This design comes from an exercise in tuning for small area, a short achievable clock period and few clock cycles per item on the open sky130 flow, not from production work.
Function was not checked in any run shown here: the RTL went through the layout flow alone.
Power figures rest on the tool's default switching activity, not on a simulated workload.

--- design/flow/flow/run.sh ---
#!/bin/bash
# Standard layout, with the port buffers made from sky130_fd_sc_hd__buf_1
# cells instead of the delay cells buffer_ports picks by default
set -e
export BUFFER_PORTS_ARGS="-buffer_cell sky130_fd_sc_hd__buf_1"
bash standard.sh > standard.log 2>&1
--- design/flow/standard.sh ---
#!/bin/bash
# synth_recipe.tcl (not shown) runs the flow's synth.tcl, then flattens the netlist and writes it again
# the make line also repeats each setting of config.mk as NAME=value (left out here)
make -C /OpenROAD-flow-scripts/flow DESIGN_CONFIG=/design/flow/config.mk WORK_HOME=/design/flow/orfs CLKGATE_MAP_FILE= SYNTH_SCRIPT=/design/flow/synth_recipe.tcl "${@:-finish}"
--- design/flow/design.v ---
package alu_ops_pkg;
    localparam int DATA_W    = 32;
    localparam int HALF_W    = 16;
    localparam int BYTE_W    = 8;
    localparam int DIV_STEPS = 17;
    typedef enum logic [4:0] {
        NOP,
        OR,
        AND,
        EOR,
        ADD,
        SUB,
        CMP,
        ADDX,
        SUBX,
        MOVE,
        ASL,
        LSL,
        ROL,
        ROXL,
        ASR,
        LSR,
        ROR,
        ROXR,
        DIV
    } alu_op_e;
    typedef enum logic [1:0] {
        BYTE = 2'd0,
        WORD = 2'd1,
        LONG = 2'd2
    } alu_size_e;
    typedef struct packed {
        alu_op_e           op;
        alu_size_e         size;
        logic              div_signed;
        logic [DATA_W-1:0] operand1;
        logic [DATA_W-1:0] operand2;
    } alu_req_t;
    function automatic logic size_msb(input logic [DATA_W-1:0] data, input logic [1:0] size);
        case (size)
            BYTE:    size_msb = data[BYTE_W-1];
            WORD:    size_msb = data[HALF_W-1];
            default: size_msb = data[DATA_W-1];
        endcase
    endfunction
    function automatic logic size_zero(input logic [DATA_W-1:0] data, input logic [1:0] size);
        case (size)
            BYTE:    size_zero = data[BYTE_W-1:0] == '0;
            WORD:    size_zero = data[HALF_W-1:0] == '0;
            default: size_zero = data == '0;
        endcase
    endfunction
endpackage
package alu_flags_pkg;
    typedef struct packed {
        logic x;
        logic n;
        logic z;
        logic v;
        logic c;
    } alu_ccr_t;
    typedef struct packed {
        logic [15:0] remainder;
        logic [15:0] quotient;
    } alu_div_word_t;
    typedef union packed {
        logic [31:0] long_word;
        alu_div_word_t     div;
    } alu_result_u;
    typedef struct packed {
        alu_result_u result;
        alu_ccr_t    ccr;
    } alu_unit_out_t;
    typedef struct packed {
        logic        done;
        logic        trap;
        logic        overflow;
        logic        zero_div;
        alu_result_u result;
    } alu_div_status_t;
endpackage
`timescale 1ns/1ps
module alu_divider
(
    input  logic        clock,
    input  logic        reset_n,
    input  logic        div_req,
    input  logic        div_signed,
    input  logic [31:0] dividend,
    input  logic [15:0] divisor,
    output logic        div_ready,
    output logic        zero_div,     
    output logic        collect,      
    output logic        overflow,     
    output logic [31:0] div_word,     
    output logic        quo_n,        
    output logic        quo_z         
);
    logic        pending;
    logic        busy;
    logic [2:0]  cnt;
    logic [15:0] rem_q;
    logic [15:0] quo_q;
    logic [15:0] dvs_q;     
    logic        dcin_q;    
    logic        signed_q;
    logic        quo_neg_q;
    logic        rem_neg_q;
    logic        ovf_q;
    logic        start;
    logic        a_neg;
    logic        d_neg;
    logic [31:0] a_abs;
    logic [15:0] dvs_in;
    logic        dcin_in;
    logic [17:0] ovf_sum;
    logic [17:0] skip_sum;
    logic        skip;
    assign div_ready = !busy;
    assign zero_div  = div_req && !pending && (divisor == 16'd0);
    assign start     = div_req && !pending && (divisor != 16'd0);
    assign collect   = div_req && pending;
    assign a_neg   = div_signed && dividend[31];
    assign d_neg   = div_signed && divisor[15];
    assign a_abs   = a_neg ? -dividend : dividend;
    assign dvs_in  = d_neg ? divisor : ~divisor;
    assign dcin_in = !d_neg;
    assign ovf_sum = {2'b00, a_abs[31:16]} + {2'b01, dvs_in} + {17'd0, dcin_in};
    assign skip_sum = {2'b00, a_abs[23:8]} + {2'b01, dvs_in} + {17'd0, dcin_in};
    assign skip     = (a_abs[31:24] == 8'd0) && !skip_sum[17];
    logic [16:0] t1, t2;
    logic [17:0] s1, s2;
    logic [15:0] r1, r2;
    logic        q1, q2;
    assign t1 = {rem_q, quo_q[15]};
    assign s1 = {1'b0, t1} + {2'b01, dvs_q} + {17'd0, dcin_q};
    assign q1 = s1[17];
    assign r1 = q1 ? s1[15:0] : t1[15:0];
    assign t2 = {r1, quo_q[14]};
    assign s2 = {1'b0, t2} + {2'b01, dvs_q} + {17'd0, dcin_q};
    assign q2 = s2[17];
    assign r2 = q2 ? s2[15:0] : t2[15:0];
    always_ff @(posedge clock or negedge reset_n) begin
        if (!reset_n) begin
            pending <= 1'b0;
            busy    <= 1'b0;
        end else begin
            if (start) begin
                pending <= 1'b1;
                busy    <= !ovf_sum[17];
            end else begin
                if (collect) pending <= 1'b0;
                if (cnt == 3'd7) busy <= 1'b0;
            end
        end
    end
    always_ff @(posedge clock) begin
        if (start) begin
            cnt       <= skip ? 3'd4 : 3'd0;
            rem_q     <= skip ? a_abs[23:8] : a_abs[31:16];
            quo_q     <= skip ? {a_abs[7:0], 8'd0} : a_abs[15:0];
            dvs_q     <= dvs_in;
            dcin_q    <= dcin_in;
            signed_q  <= div_signed;
            quo_neg_q <= a_neg ^ d_neg;
            rem_neg_q <= a_neg;
            ovf_q     <= ovf_sum[17];
        end else if (busy) begin
            cnt   <= cnt + 3'd1;
            rem_q <= r2;
            quo_q <= {quo_q[13:0], q1, q2};
        end
    end
    logic quo_nz;
    assign quo_nz   = quo_q != 16'd0;
    assign overflow = ovf_q | (signed_q & (quo_neg_q ? (quo_q[15] & (quo_q[14:0] != 15'd0))
                                                     : quo_q[15]));
    assign quo_n    = quo_neg_q ? quo_nz : quo_q[15];
    assign quo_z    = !quo_nz;
    assign div_word = {rem_neg_q ? -rem_q : rem_q, quo_neg_q ? -quo_q : quo_q};
endmodule
`timescale 1ns/1ps
module alu_top
(
    input  logic        clock,
    input  logic        reset_n,
    input  logic [4:0]  op,
    input  logic [1:0]  size,
    input  logic        div_signed,
    input  logic [31:0] operand1,
    input  logic [31:0] operand2,
    output logic [31:0] result,
    output logic [4:0]  ccr,
    output logic        div_trap,
    output logic        div_ready
);
    logic [31:0] a, b;
    logic        x_q, n_q, z_q, v_q, c_q;
    assign a   = operand1;
    assign b   = operand2;
    assign ccr = {x_q, n_q, z_q, v_q, c_q};
    logic op_or, op_and, op_eor, op_add, op_sub, op_cmp, op_addx, op_subx, op_move;
    logic op_asl, op_lsl, op_rol, op_roxl, op_asr, op_lsr, op_ror, op_roxr, op_div;
    assign op_or   = op == 5'd1;
    assign op_and  = op == 5'd2;
    assign op_eor  = op == 5'd3;
    assign op_add  = op == 5'd4;
    assign op_sub  = op == 5'd5;
    assign op_cmp  = op == 5'd6;
    assign op_addx = op == 5'd7;
    assign op_subx = op == 5'd8;
    assign op_move = op == 5'd9;
    assign op_asl  = op == 5'd10;
    assign op_lsl  = op == 5'd11;
    assign op_rol  = op == 5'd12;
    assign op_roxl = op == 5'd13;
    assign op_asr  = op == 5'd14;
    assign op_lsr  = op == 5'd15;
    assign op_ror  = op == 5'd16;
    assign op_roxr = op == 5'd17;
    assign op_div  = op == 5'd18;
    logic is_logic, is_arith, is_left, is_right, subtract, extended;
    assign is_logic = op_or | op_and | op_eor | op_move;
    assign is_arith = op_add | op_sub | op_cmp | op_addx | op_subx;
    assign is_left  = op_asl | op_lsl | op_rol | op_roxl;
    assign is_right = op_asr | op_lsr | op_ror | op_roxr;
    assign subtract = op_sub | op_cmp | op_subx;
    assign extended = op_addx | op_subx;
    function automatic logic msb_of(input logic [31:0] d, input logic [1:0] s);
        case (s)
            2'd0:    msb_of = d[7];
            2'd1:    msb_of = d[15];
            default: msb_of = d[31];
        endcase
    endfunction
    function automatic logic zero_of(input logic [31:0] d, input logic [1:0] s);
        case (s)
            2'd0:    zero_of = d[7:0] == 8'd0;
            2'd1:    zero_of = d[15:0] == 16'd0;
            default: zero_of = d == 32'd0;
        endcase
    endfunction
    logic        xin;
    logic [31:0] sum;
    assign xin = extended & x_q;
    assign sum = a + (b ^ {32{subtract}}) + {31'd0, subtract ^ xin};
    logic [31:0] lres;
    always_comb begin
        case (1'b1)
            op_or:   lres = a | b;
            op_and:  lres = a & b;
            op_eor:  lres = a ^ b;
            default: lres = a;
        endcase
    end
    logic        dm;
    logic        lbit, rbit;
    logic [31:0] shres;
    assign dm   = msb_of(a, size);
    assign lbit = (op_rol & dm) | (op_roxl & x_q);
    assign rbit = (op_asr & dm) | (op_ror & a[0]) | (op_roxr & x_q);
    always_comb begin
        if (is_left) begin
            shres = {a[30:0], lbit};
        end else begin
            shres = {1'b0, a[31:1]};
            case (size)
                2'd0:    shres[7]  = rbit;
                2'd1:    shres[15] = rbit;
                default: shres[31] = rbit;
            endcase
        end
    end
    logic [31:0] res;
    always_comb begin
        if (is_arith)                 res = sum;
        else if (is_left | is_right)  res = shres;
        else                          res = lres;
    end
    logic rm, rz, sm, bm, carry;
    assign rm    = msb_of(res, size);
    assign rz    = zero_of(res, size);
    assign sm    = msb_of(b, size);
    assign bm    = sm ^ subtract;
    assign carry = (dm & bm) | (~rm & (dm | bm));
    logic        dv_zero_div, dv_collect, dv_overflow, dv_n, dv_z;
    logic [31:0] dv_word;
    alu_divider u_div (
        .clock      (clock),
        .reset_n    (reset_n),
        .div_req    (op_div),
        .div_signed (div_signed),
        .dividend   (a),
        .divisor    (b[15:0]),
        .div_ready  (div_ready),
        .zero_div   (dv_zero_div),
        .collect    (dv_collect),
        .overflow   (dv_overflow),
        .div_word   (dv_word),
        .quo_n      (dv_n),
        .quo_z      (dv_z)
    );
    always_ff @(posedge clock or negedge reset_n) begin
        if (!reset_n) begin
            result   <= 32'd0;
            x_q      <= 1'b0;
            n_q      <= 1'b0;
            z_q      <= 1'b0;
            v_q      <= 1'b0;
            c_q      <= 1'b0;
            div_trap <= 1'b0;
        end else begin
            if (is_logic) begin
                result <= res;
                n_q    <= rm;
                z_q    <= rz;
                v_q    <= 1'b0;
                c_q    <= 1'b0;
            end
            if (is_arith) begin
                if (!op_cmp) result <= res;
                n_q <= rm;
                z_q <= extended ? (z_q & rz) : rz;
                v_q <= (dm == bm) & (rm != dm);
                c_q <= carry ^ subtract;
                if (!op_cmp) x_q <= carry ^ subtract;
            end
            if (is_left) begin
                result <= res;
                n_q    <= rm;
                z_q    <= rz;
                v_q    <= op_asl & (rm ^ dm);
                c_q    <= dm;
                if (!op_rol) x_q <= dm;
            end
            if (is_right) begin
                result <= res;
                n_q    <= rm;
                z_q    <= rz;
                v_q    <= 1'b0;
                c_q    <= a[0];
                if (!op_ror) x_q <= a[0];
            end
            if (dv_zero_div) begin
                div_trap <= 1'b1;
                n_q      <= 1'b0;
                z_q      <= 1'b0;
                v_q      <= 1'b0;
                c_q      <= 1'b0;
            end
            if (dv_collect) begin
                div_trap <= dv_overflow;
                n_q      <= dv_overflow | dv_n;
                z_q      <= !dv_overflow & dv_z;
                v_q      <= dv_overflow;
                c_q      <= 1'b0;
                if (!dv_overflow) result <= dv_word;
            end
        end
    end
endmodule
--- design/flow/constraint.sdc ---
create_clock -name core_clock -period 6.0 [get_ports {clock}]
set_input_delay 1.2000 -clock core_clock [delete_from_list [all_inputs] [get_ports {clock}]]
set_output_delay 1.2000 -clock core_clock [all_outputs]
set_load 0.01 [all_outputs]
--- design/flow/config.mk ---
export PLATFORM = sky130hd
export DESIGN_NAME = alu_top
export DESIGN_NICKNAME = alu_top
export VERILOG_FILES = /design/flow/design.v
export SDC_FILE = /design/flow/constraint.sdc
export NUM_CORES = 4
export LEC_CHECK = 0
export ABC_AREA = 1
export CAP_MARGIN = 20
export CORE_MARGIN = 2
export CORE_UTILIZATION = 60
export SETUP_SLACK_MARGIN = 1.5
export SLEW_MARGIN = 20
==> reports/results.ini, run 1 <==
[timing]
final.setup.tns_ns = 0
drv_slew = 0
rsz0062_at_grt = true
hold_viol = 0
finalCriticalPeriod_ns = 4.469
max_freq_mhz = 223.8
tightest_slew_ns = 0.9856
maxSlewHeadroom = 0.3429
setup_viol = 0
period_share = 0.7448
fin_skew_ns = 0.01304

[clock_network]
cts_made_buffers = 9
htreeDepth = 3
clkTransAtPathRegs_ns = 0.09
tritoncts_num_sinks = 96
cts_tree = yes
cts.path.max_buffers = 2
cts_root_buf = clkbuf_16
clk_latency_ns = 0.35

[synthesis]
ys_warn_count = 2
ys_ff_latch = 96
synth.avg_cell_area_um2 = 6.278
synth_edf_count = 56
ys.flop_type = edfxtp_1
yosysUniqueCellTypes = 54
syn_inst = 2267
syn-num-nets = 2508
ys_async_sr_fraction = 0.4167
ys_seq_area_frac = 0.1885
syn_area_um2 = 14230

[placement]
hpwl_um = 45280
gp_congestion = 1.077
portBuffers = 112
place_area_um2 = 15000
dp_cells = 2663

[layout]
syn_to_final_growth_pct = 16.27
final_cell_area_um2 = 16550
instances_no_fill = 2740
final_cell_mix = nand2_1, inv_1, nor2_1, o21ai_0, ha_1
layout.nets = 2656
utilization = 0.7071
layout_commonest_cell = nand2_1
drive_gt1_frac = 0.1298
n_fill_cell = 2059

[power]
powerDensity_nw_per_um2 = 206.2
power_w = 0.003413
p_leak_nw = 8.081
irDropWorstVdd_v = 0.0001872

[floorplan]
die-area_um2 = 24970
fp.dieH_um = 158.0
row_count = 56
core-area_um2 = 23400
die_w_um = 158.0
ioPinCount = 113
initial_utilization = 0.6082

[critical_path]
critPathSlowestCell = fa_2
r2r_slack_ns = 1.69
criticalPathCategory = primary input to flip-flop
reg2reg_depth = 20
cp_common_cell = nand2_1
rr_endpoint = u_div.rem_q[0]$_DFFE_PP_
start_kind = primary input
r2r-start = u_div.dcin_q$_DFFE_PP_
critPathMaxFanout = 4
worstPathRequired_ns = 6.28
end_kind = flip-flop
cp.arrival_ns = 4.75
max_stage_delay_ns = 0.45

[grt]
use_met2 = 0.7431
grt_pass1_wl_um = 86220
grt_usage = 0.4550
grt_overflow_total = 0
antenna_found_initial = 4
grtUsageMet1 = 0.5309
use_met3 = 0.1016
grt.busiest_layer = met2
grt_pass1_vias = 15430
grt_start_max_net_pins = 59

[detailed_routing]
routed_wl_um = 58900
num_vias = 17120
first_iter_violations = 2390
drc_errors = 0
drt-wirelength-per-cell_um = 21.50
ant_nets = 0
drt-pass1-iter-count = 8
drt-vias-per-instance = 6.249

[min_path]
hold_class = flip-flop to flip-flop
whs_path_depth = 2
hold_start = c_q$_DFFE_PN0P_
whs_endpoint = c_q$_DFFE_PN0P_

[run_status]
status = no timing/DRC/antenna violations

[run]
maxCapViolCount = 0

worst max-delay path: cells and delay by family:
kind	cells	cell delay, ns
adder cells (fa/ha/maj)	2	0.67
buffers and inverters	5	0.44
AND/OR/NAND/NOR	20	2.04
XOR/XNOR	1	0.21
AO/OA/AOI/OAI	2	0.19
worst max path at each step:
stage | slack, ns | from | endpoint
floorplan | 1.52 | operand1[1] | u_div.rem_q[2]$_DFFE_PP_
global placement | 0.66 | operand1[0] | u_div.rem_q[8]$_DFFE_PP_
detailed placement | 0.49 | operand1[0] | u_div.rem_q[7]$_DFFE_PP_
CTS | 1.48 | operand1[1] | u_div.rem_q[7]$_DFFE_PP_
global route | 1.41 | op[3] | z_q$_DFFE_PN0P_
finish | 1.53 | op[3] | z_q$_DFFE_PN0P_
routing by layer:
layer,part of all wire,up-vias
met4,0.091,6
li1,-,7766
met5,0.00065,-
met1,0.36,7763
met3,0.11,355
met2,0.44,1231
what timing repair did:
item,in CTS,in global routing
setup buffers,21,35
gates cloned,2,2
hold buffers,0,0
resized for setup,54,158
pin swaps,8,56
setup endpoints to repair,41,45
state kept, by name, summed over array words and instances, names as in the netlist:
name	count
c_q	1
div_trap	1
n_q	1
result	32
u_div.busy	1
u_div.cnt	3
u_div.dcin_q	1
u_div.dvs_q	16
u_div.ovf_q	1
u_div.pending	1
u_div.quo_neg_q	1
u_div.quo_q	16
u_div.rem_neg_q	1
u_div.rem_q	16
u_div.signed_q	1
v_q	1
x_q	1
z_q	1
metrics by stage:
step                hold slack, ns  worst slack [ns]
finish                      0.5089             1.531
global route                0.5301             1.412
CTS                         0.5107             1.481
detailed placement          0.4840            0.4877
global placement            0.4733            0.6594
floorplan                   0.4500             1.523
Yosys cell counts, types with 6 or more instances:
cell type / number / area (µm²)
a21oi_1: 128 / 640.6
a221oi_1: 6 / 52.55
a22oi_1: 11 / 82.58
a31oi_1: 7 / 43.79
buf_2: 25 / 125.1
buf_4: 8 / 60.06
clkbuf_1: 32 / 120.1
dfrtp_1: 40 / 1001
edfxtp_1: 56 / 1682
fa_1: 6 / 120.1
ha_1: 161 / 2014
inv_1: 288 / 1081
inv_2: 21 / 78.83
nand2_1: 624 / 2342
nand3_1: 119 / 595.6
nand4_1: 25 / 156.4
nor2_1: 205 / 769.5
nor2_2: 8 / 50.05
nor3_1: 28 / 140.1
nor4_1: 12 / 75.07
o211ai_1: 16 / 120.1
o21ai_0: 194 / 970.9
o21ai_1: 31 / 155.2
o21bai_1: 9 / 67.56
o22ai_1: 32 / 200.2
xnor2_1: 15 / 131.4
xor2_1: 98 / 858.3
kinds of logic (layout without fill, tap and decap cells):
logic type      count (synthesis)  count (layout)  synth area share
xor+xnor                      113             113           0.06954
simple gates                 1045            1045            0.3052
other cells                     0               1                 0
mux                             2               2          0.001407
compound gates                461             461            0.1790
flops                          96              96            0.1885
fa+ha+maj                     167             167            0.1500
buf+inv                       383             536            0.1064
area by class of cell:
cell class / count / area, µm² / share of cell area
clock buffer: 9 / 225.2 / 0.01361
sequential: 96 / 2683 / 0.1621
timing repair buffer: 207 / 1276 / 0.07712
tap: 319 / 399.1 / 0.02412
clock inverter: 7 / 81.33 / 0.004915
multi-input combinational: 1788 / 10690 / 0.6459
inverter: 313 / 1194 / 0.07213
antenna: 1 / 2.502 / 0.0001512
power breakdown:
part | internal [W] | leakage [nW] | switching [W]
sequential | 0.000835 | 0.965 | 0.0000774
combinational | 0.000642 | 6.97 | 0.00127
clock | 0.000300 | 0.150 | 0.000292
total | 0.00178 | 8.08 | 0.00164
==> run 2: changes to the inputs <==
--- a/design/flow/design.v
+++ b/design/flow/design.v
@@ -96,6 +96,25 @@
     output logic        quo_n,        
     output logic        quo_z         
 );
+    function automatic logic [31:0] cneg32(input logic [31:0] x, input logic en);
+        logic [31:0] por;
+        por = x;
+        for (int l = 0; l < 5; l++) begin
+            for (int i = 31; i >= 0; i--) begin
+                if ((i >> l) & 1) por[i] = por[i] | por[((i >> l) << l) - 1];
+            end
+        end
+        cneg32[0] = x[0];
+        for (int i = 1; i < 32; i++) cneg32[i] = x[i] ^ (en & por[i-1]);
+    endfunction
+    function automatic logic [15:0] cneg16(input logic [15:0] x, input logic en);
+        logic seen;
+        seen = 1'b0;
+        for (int i = 0; i < 16; i++) begin
+            cneg16[i] = x[i] ^ (en & seen);
+            seen      = seen | x[i];
+        end
+    endfunction
     logic        pending;
     logic        busy;
     logic [2:0]  cnt;
@@ -114,20 +133,16 @@
     logic [15:0] dvs_in;
     logic        dcin_in;
     logic [17:0] ovf_sum;
-    logic [17:0] skip_sum;
-    logic        skip;
     assign div_ready = !busy;
     assign zero_div  = div_req && !pending && (divisor == 16'd0);
     assign start     = div_req && !pending && (divisor != 16'd0);
     assign collect   = div_req && pending;
     assign a_neg   = div_signed && dividend[31];
     assign d_neg   = div_signed && divisor[15];
-    assign a_abs   = a_neg ? -dividend : dividend;
+    assign a_abs   = cneg32(dividend, a_neg);
     assign dvs_in  = d_neg ? divisor : ~divisor;
     assign dcin_in = !d_neg;
     assign ovf_sum = {2'b00, a_abs[31:16]} + {2'b01, dvs_in} + {17'd0, dcin_in};
-    assign skip_sum = {2'b00, a_abs[23:8]} + {2'b01, dvs_in} + {17'd0, dcin_in};
-    assign skip     = (a_abs[31:24] == 8'd0) && !skip_sum[17];
     logic [16:0] t1, t2;
     logic [17:0] s1, s2;
     logic [15:0] r1, r2;
@@ -147,7 +162,7 @@
         end else begin
             if (start) begin
                 pending <= 1'b1;
-                busy    <= !ovf_sum[17];
+                busy    <= 1'b1;
             end else begin
                 if (collect) pending <= 1'b0;
                 if (cnt == 3'd7) busy <= 1'b0;
@@ -156,9 +171,9 @@
     end
     always_ff @(posedge clock) begin
         if (start) begin
-            cnt       <= skip ? 3'd4 : 3'd0;
-            rem_q     <= skip ? a_abs[23:8] : a_abs[31:16];
-            quo_q     <= skip ? {a_abs[7:0], 8'd0} : a_abs[15:0];
+            cnt       <= 3'd0;
+            rem_q     <= a_abs[31:16];
+            quo_q     <= a_abs[15:0];
             dvs_q     <= dvs_in;
             dcin_q    <= dcin_in;
             signed_q  <= div_signed;
@@ -177,7 +192,7 @@
                                                      : quo_q[15]));
     assign quo_n    = quo_neg_q ? quo_nz : quo_q[15];
     assign quo_z    = !quo_nz;
-    assign div_word = {rem_neg_q ? -rem_q : rem_q, quo_neg_q ? -quo_q : quo_q};
+    assign div_word = {cneg16(rem_q, rem_neg_q), cneg16(quo_q, quo_neg_q)};
 endmodule
 `timescale 1ns/1ps
 module alu_top
@@ -244,43 +259,40 @@
     logic [31:0] sum;
     assign xin = extended & x_q;
     assign sum = a + (b ^ {32{subtract}}) + {31'd0, subtract ^ xin};
-    logic [31:0] lres;
-    always_comb begin
-        case (1'b1)
-            op_or:   lres = a | b;
-            op_and:  lres = a & b;
-            op_eor:  lres = a ^ b;
-            default: lres = a;
-        endcase
-    end
+    logic sz_b, sz_w, sz_l;
+    assign sz_b = size == 2'd0;
+    assign sz_w = size == 2'd1;
+    assign sz_l = size[1];
     logic        dm;
     logic        lbit, rbit;
-    logic [31:0] shres;
-    assign dm   = msb_of(a, size);
+    logic [31:0] shl, shr;
+    assign dm   = (sz_b & a[7]) | (sz_w & a[15]) | (sz_l & a[31]);
     assign lbit = (op_rol & dm) | (op_roxl & x_q);
     assign rbit = (op_asr & dm) | (op_ror & a[0]) | (op_roxr & x_q);
+    assign shl  = {a[30:0], lbit};
     always_comb begin
-        if (is_left) begin
-            shres = {a[30:0], lbit};
-        end else begin
-            shres = {1'b0, a[31:1]};
-            case (size)
-                2'd0:    shres[7]  = rbit;
-                2'd1:    shres[15] = rbit;
-                default: shres[31] = rbit;
-            endcase
-        end
+        shr     = {1'b0, a[31:1]};
+        shr[7]  = sz_b ? rbit : a[8];
+        shr[15] = sz_w ? rbit : a[16];
+        shr[31] = sz_l & rbit;
     end
+    logic        s_add;
     logic [31:0] res;
-    always_comb begin
-        if (is_arith)                 res = sum;
-        else if (is_left | is_right)  res = shres;
-        else                          res = lres;
-    end
-    logic rm, rz, sm, bm, carry;
-    assign rm    = msb_of(res, size);
-    assign rz    = zero_of(res, size);
-    assign sm    = msb_of(b, size);
+    assign s_add = op_add | op_sub | op_addx | op_subx;
+    assign res = ({32{s_add}}   & sum)
+               | ({32{op_or}}   & (a | b))
+               | ({32{op_and}}  & (a & b))
+               | ({32{op_eor}}  & (a ^ b))
+               | ({32{op_move}} & a)
+               | ({32{is_left}} & shl)
+               | ({32{is_right}} & shr);
+    logic [31:0] fres;
+    logic        rm, rz, sm, bm, carry;
+    assign fres  = is_arith ? sum : res;
+    assign rm    = (sz_b & fres[7]) | (sz_w & fres[15]) | (sz_l & fres[31]);
+    assign rz    = (sz_b & (fres[7:0] == 8'd0)) | (sz_w & (fres[15:0] == 16'd0))
+                 | (sz_l & (fres == 32'd0));
+    assign sm    = (sz_b & b[7]) | (sz_w & b[15]) | (sz_l & b[31]);
     assign bm    = sm ^ subtract;
     assign carry = (dm & bm) | (~rm & (dm | bm));
     logic        dv_zero_div, dv_collect, dv_overflow, dv_n, dv_z;
@@ -300,6 +312,9 @@
         .quo_n      (dv_n),
         .quo_z      (dv_z)
     );
+    logic wr_res, w_div;
+    assign w_div  = dv_collect & !dv_overflow;
+    assign wr_res = s_add | is_logic | is_left | is_right;
     always_ff @(posedge clock or negedge reset_n) begin
         if (!reset_n) begin
             result   <= 32'd0;
@@ -310,15 +325,14 @@
             c_q      <= 1'b0;
             div_trap <= 1'b0;
         end else begin
+            result <= res | ({32{w_div}} & dv_word) | ({32{!(wr_res | w_div)}} & result);
             if (is_logic) begin
-                result <= res;
                 n_q    <= rm;
                 z_q    <= rz;
                 v_q    <= 1'b0;
                 c_q    <= 1'b0;
             end
             if (is_arith) begin
-                if (!op_cmp) result <= res;
                 n_q <= rm;
                 z_q <= extended ? (z_q & rz) : rz;
                 v_q <= (dm == bm) & (rm != dm);
@@ -326,7 +340,6 @@
                 if (!op_cmp) x_q <= carry ^ subtract;
             end
             if (is_left) begin
-                result <= res;
                 n_q    <= rm;
                 z_q    <= rz;
                 v_q    <= op_asl & (rm ^ dm);
@@ -334,7 +347,6 @@
                 if (!op_rol) x_q <= dm;
             end
             if (is_right) begin
-                result <= res;
                 n_q    <= rm;
                 z_q    <= rz;
                 v_q    <= 1'b0;
@@ -354,7 +366,6 @@
                 z_q      <= !dv_overflow & dv_z;
                 v_q      <= dv_overflow;
                 c_q      <= 1'b0;
-                if (!dv_overflow) result <= dv_word;
             end
         end
     end
==> design/flow/run.sh (new file) <==
#!/bin/bash
# synth_recipe.tcl (not shown) runs the flow's synth.tcl, then flattens the netlist and writes it again
# the make line also repeats each setting of config.mk as NAME=value (left out here)
make -C /OpenROAD-flow-scripts/flow DESIGN_CONFIG=/design/flow/config.mk WORK_HOME=/design/flow/orfs CLKGATE_MAP_FILE= SYNTH_SCRIPT=/design/flow/synth_recipe.tcl finish
removed: design/flow/flow/run.sh
removed: design/flow/standard.sh
==> reports/results.ini, run 2 <==
[run_status]
status = no timing/DRC/antenna violations

[detailed_routing]
ant_nets = 0
num_vias = 15380
drt-pass1-iter-count = 10
drt-wirelength-per-cell_um = 20.67
drc_errors = 0
drt-vias-per-instance = 6.159
first_iter_violations = 1843
routed_wl_um = 51630

[timing]
period_share = 0.7350
max_freq_mhz = 226.8
drv_slew = 0
fin_skew_ns = 0.01777
maxSlewHeadroom = 0.4613
whs_ns = 0.4706
rsz0062_at_grt = true
setup_viol = 0
tightest_slew_ns = 0.8062
hold_viol = 0
final.setup.tns_ns = 0
finalCriticalPeriod_ns = 4.410
setup_ws_ns = 1.590

[power]
irDropWorstVdd_v = 0.0002289
p_leak_nw = 7.892
power_w = 0.005702
powerDensity_nw_per_um2 = 357.7

[placement]
portBuffers = 112
dp_slack_ns = 0.4918
gp_congestion = 1.052
hpwl_um = 40330

[synthesis]
syn_inst = 2086
ys_ff_latch = 96
ys_seq_area_frac = 0.1966
synth_top_area_frac = 0.1822
synth.avg_cell_area_um2 = 6.467
ys_async_sr_fraction = 0.4167
syn_area_um2 = 13490
yosysUniqueCellTypes = 60
yosys-top-cells-count = nand2_1, inv_1, nand3_1
syn-num-nets = 2309
yosysTopAreaCell = nand2_1
synth_area_leaders = nand2_1, ha_1, edfxtp_1
ys_warn_count = 2
ys.flop_type = edfxtp_1
synth_edf_count = 53
yosysMostFrequentCell = nand2_1

[layout]
layout_commonest_cell = nand2_1
layout.nets = 2435
final_cell_mix = nand2_1, inv_1, nand3_1, ha_1, nor2_1
n_antenna_cell = 0
drive_gt1_frac = 0.1051
seqCellArea_um2 = 2653
n_fill_cell = 1860
largest_register_ffs = 32
syn_to_final_growth_pct = 18.18
largest_register = result
multi_input_area_um2 = 9824

[critical_path]
path_cells = clkdlybuf4s50_1 > buf_4 > nor2_2 > nand2_2 > nor2_4 > nand3_2 > nor2_4 > nand3_2 > inv_2 > a31oi_2 > a21oi_2 > o21ai_2 > a211oi_2 > ha_1 > and3_1 > nand4_1 > nor4_2 > o211ai_1 > o2111ai_2
end_kind = flip-flop
cp.arrival_ns = 4.47
start_kind = primary input
worstPathRequired_ns = 6.06
max_stage_delay_ns = 0.40
critPathMaxFanout = 7
criticalPathCategory = primary input to flip-flop
crit_family = simple AND/OR/NAND/NOR gates
critPathSlowestCell = clkdlybuf4s50_1
cp_num_buf_inv = 3
r2r_slack_ns = 1.66

[grt]
grt_overflow_total = 0
grt_usage = 0.4163
grt_start_max_net_pins = 41
grt_pass1_wl_um = 76800
grt_pass1_vias = 14220
antenna_found_initial = 0

[floorplan]
fp.dieH_um = 153.9
row_count = 54
die_w_um = 153.9
ioPinCount = 113
initial_utilization = 0.6144
die-area_um2 = 23700
core-area_um2 = 21960

[clock_network]
cts_tree = yes
clkTransAtPathRegs_ns = 0.09
cts.path.max_buffers = 2
cts_root_buf = clkbuf_16
cts_hold_buffers = 0
htreeDepth = 3
tritoncts_num_sinks = 96
clk_latency_ns = 0.36
cts_made_buffers = 9

[run]
maxCapViolCount = 0

[min_path]
hold_class = flip-flop to flip-flop

-- run 2: cell count changes after synthesis, moves of 9 or more --
cell       previous run  this run
a21oi_1             128        76
a22oi_1              11         2
buf_6                 2        11
clkbuf_1             32        18
ha_1                161       143
inv_2                21        12
nand2_1             624       655
nand3_1             119       153
nand4_1              25        35
nor2_1              205       130
o2111ai_1             0        21
o21ai_0             194        98
o21ai_1              31        16
o22ai_1              32        22
-- run 2: final cells by class --
| cell class | instances | area share |
|---|---|---|
| multi-input cells | 1627 | 0.6162 |
| clock inverters | 7 | 0.004473 |
| clock buffers | 9 | 0.01413 |
| repair buffers | 173 | 0.1039 |
| well taps | 280 | 0.02197 |
| flip-flops and latches | 96 | 0.1664 |
| repair inverters | 1 | 0.0004709 |
| inverters | 304 | 0.07244 |
-- run 2: what timing repair did --
action / in CTS / in global routing
setup endpoints to repair: 27 / 23
setup buffers: 11 / 33
gates cloned: 1 / 2
pin swaps: 2 / 29
endpoints found under the hold margin: 0 / 0
gates resized for setup: 45 / 71
-- run 2: power by group --
part	internal (W)	switching [W]	leakage, nW
registers	0.00101	0.000198	0.999
clock network	0.000295	0.000304	0.144
logic	0.00157	0.00233	6.75
total	0.00287	0.00283	7.89
-- run 2: worst register-to-register path, stage by stage, from the launching register on --
cell and delay [ns]:
edfxtp_1 0.46, ha_4 0.33, inv_1 0.07, o21ai_0 0.21, a31oi_1 0.14, nand2_1 0.08, nand3_1 0.10, nand3_4 0.13
buf_12 0.14, clkinvlp_4 0.09, or2_2 0.27, o21a_1 0.12, inv_1 0.08, ha_4 0.21, a21oi_2 0.13, o21ai_2 0.09
a21oi_2 0.22, o21ai_4 0.10, nand3_2 0.08, nand2_2 0.08, a21oi_2 0.15, o21a_1 0.18, nand2_4 0.10, nand2_8 0.10
clkinvlp_4 0.20, nand2_1 0.11, nand3_1 0.09
-- run 2: per-layer routing --
layer | track usage | routed length [µm] | vias up
li1 | - | - | 7068
met1 | 0.5471 | 19820 | 7025
met2 | 0.6434 | 22390 | 1049
met3 | 0.09865 | 6473 | 238
met4 | 0.2038 | 2939 | 0
met5 | 0 | 0 | -
-- run 2: path summary, 6_finish.rpt --
check,start,endpoint,cells past startpoint
min in group asynchronous,reset_n,result[6]$_DFF_PN0_,2
min,u_div.cnt[2]$_SDFFE_PP0P_,u_div.cnt[2]$_SDFFE_PP0P_,2
max in group asynchronous,reset_n,result[15]$_DFF_PN0_,2
min reg2reg,u_div.cnt[2]$_SDFFE_PP0P_,u_div.cnt[2]$_SDFFE_PP0P_,2
max,operand1[1],u_div.ovf_q$_DFFE_PP_,19
max reg2reg,u_div.dvs_q[6]$_DFFE_PP_,u_div.rem_q[6]$_DFFE_PP_,26
-- run 2: cell families (layout without fill, tap and decap cells) --
family                     after synthesis  in the layout  synth area share
AOI/OAI and AO/OA                      286            286            0.1257
adders and majority gates              149            149            0.1415
DFF                                     96             96            0.1966
buffers and inverters                  363            494            0.1128
and+or+nand+nor                       1077           1077            0.3487
xor gates and xnor gates               115            115           0.07466
-- run 2: through the flow --
| stage | util | cell area (µm²) | instances |
|---|---|---|---|
| 6_report | 0.7260 | 15940 | 2497 |
| 3_5_place_dp | 0.6696 | 14700 | 2434 |
| 3_3_place_gp | 0.6696 | 14700 | 2434 |
| 2_1_floorplan | - | 13490 | 2086 |
| 5_1_grt | 0.7260 | 15940 | 2497 |
| 4_1_cts | 0.6964 | 15290 | 2462 |

==> port drivers added, routing unchanged <==
How much do the figures lean on ideal ports? The routed layouts below were timed once more, with nothing changed but the port constraints. Step 1 sets driving cells, clkbuf_16 on the clock port and buf_2 on the other inputs (assumed; they add their load-dependent delay and slew). Step 2 adds t to the input delays and takes it off the output delays; t is the mean of the earliest and latest rising clock arrival at the registers after step 1. Input paths then give back, and output paths get back, about the clock's delay inside the block. Slacks: ideal / step 1 / step 2; pairs: ideal / step 1.
run | shift t [ns] | slack for setup (ns) | worst hold slack (ns) | worst slew at a driven data input, ns
run 1 | 0.396 | 1.531 / 1.555 / 1.159 | 0.509 / 0.509 / 0.509 | 0.07
run 2 | 0.401 | 1.590 / 1.616 / 1.215 | 0.471 / 0.471 / 0.471 | 0.05
After both steps every run listed still meets setup and hold. For run 2, which loses most, drivers alone change the setup slack by +0.026 ns; drivers and shift together by -0.375 ns.
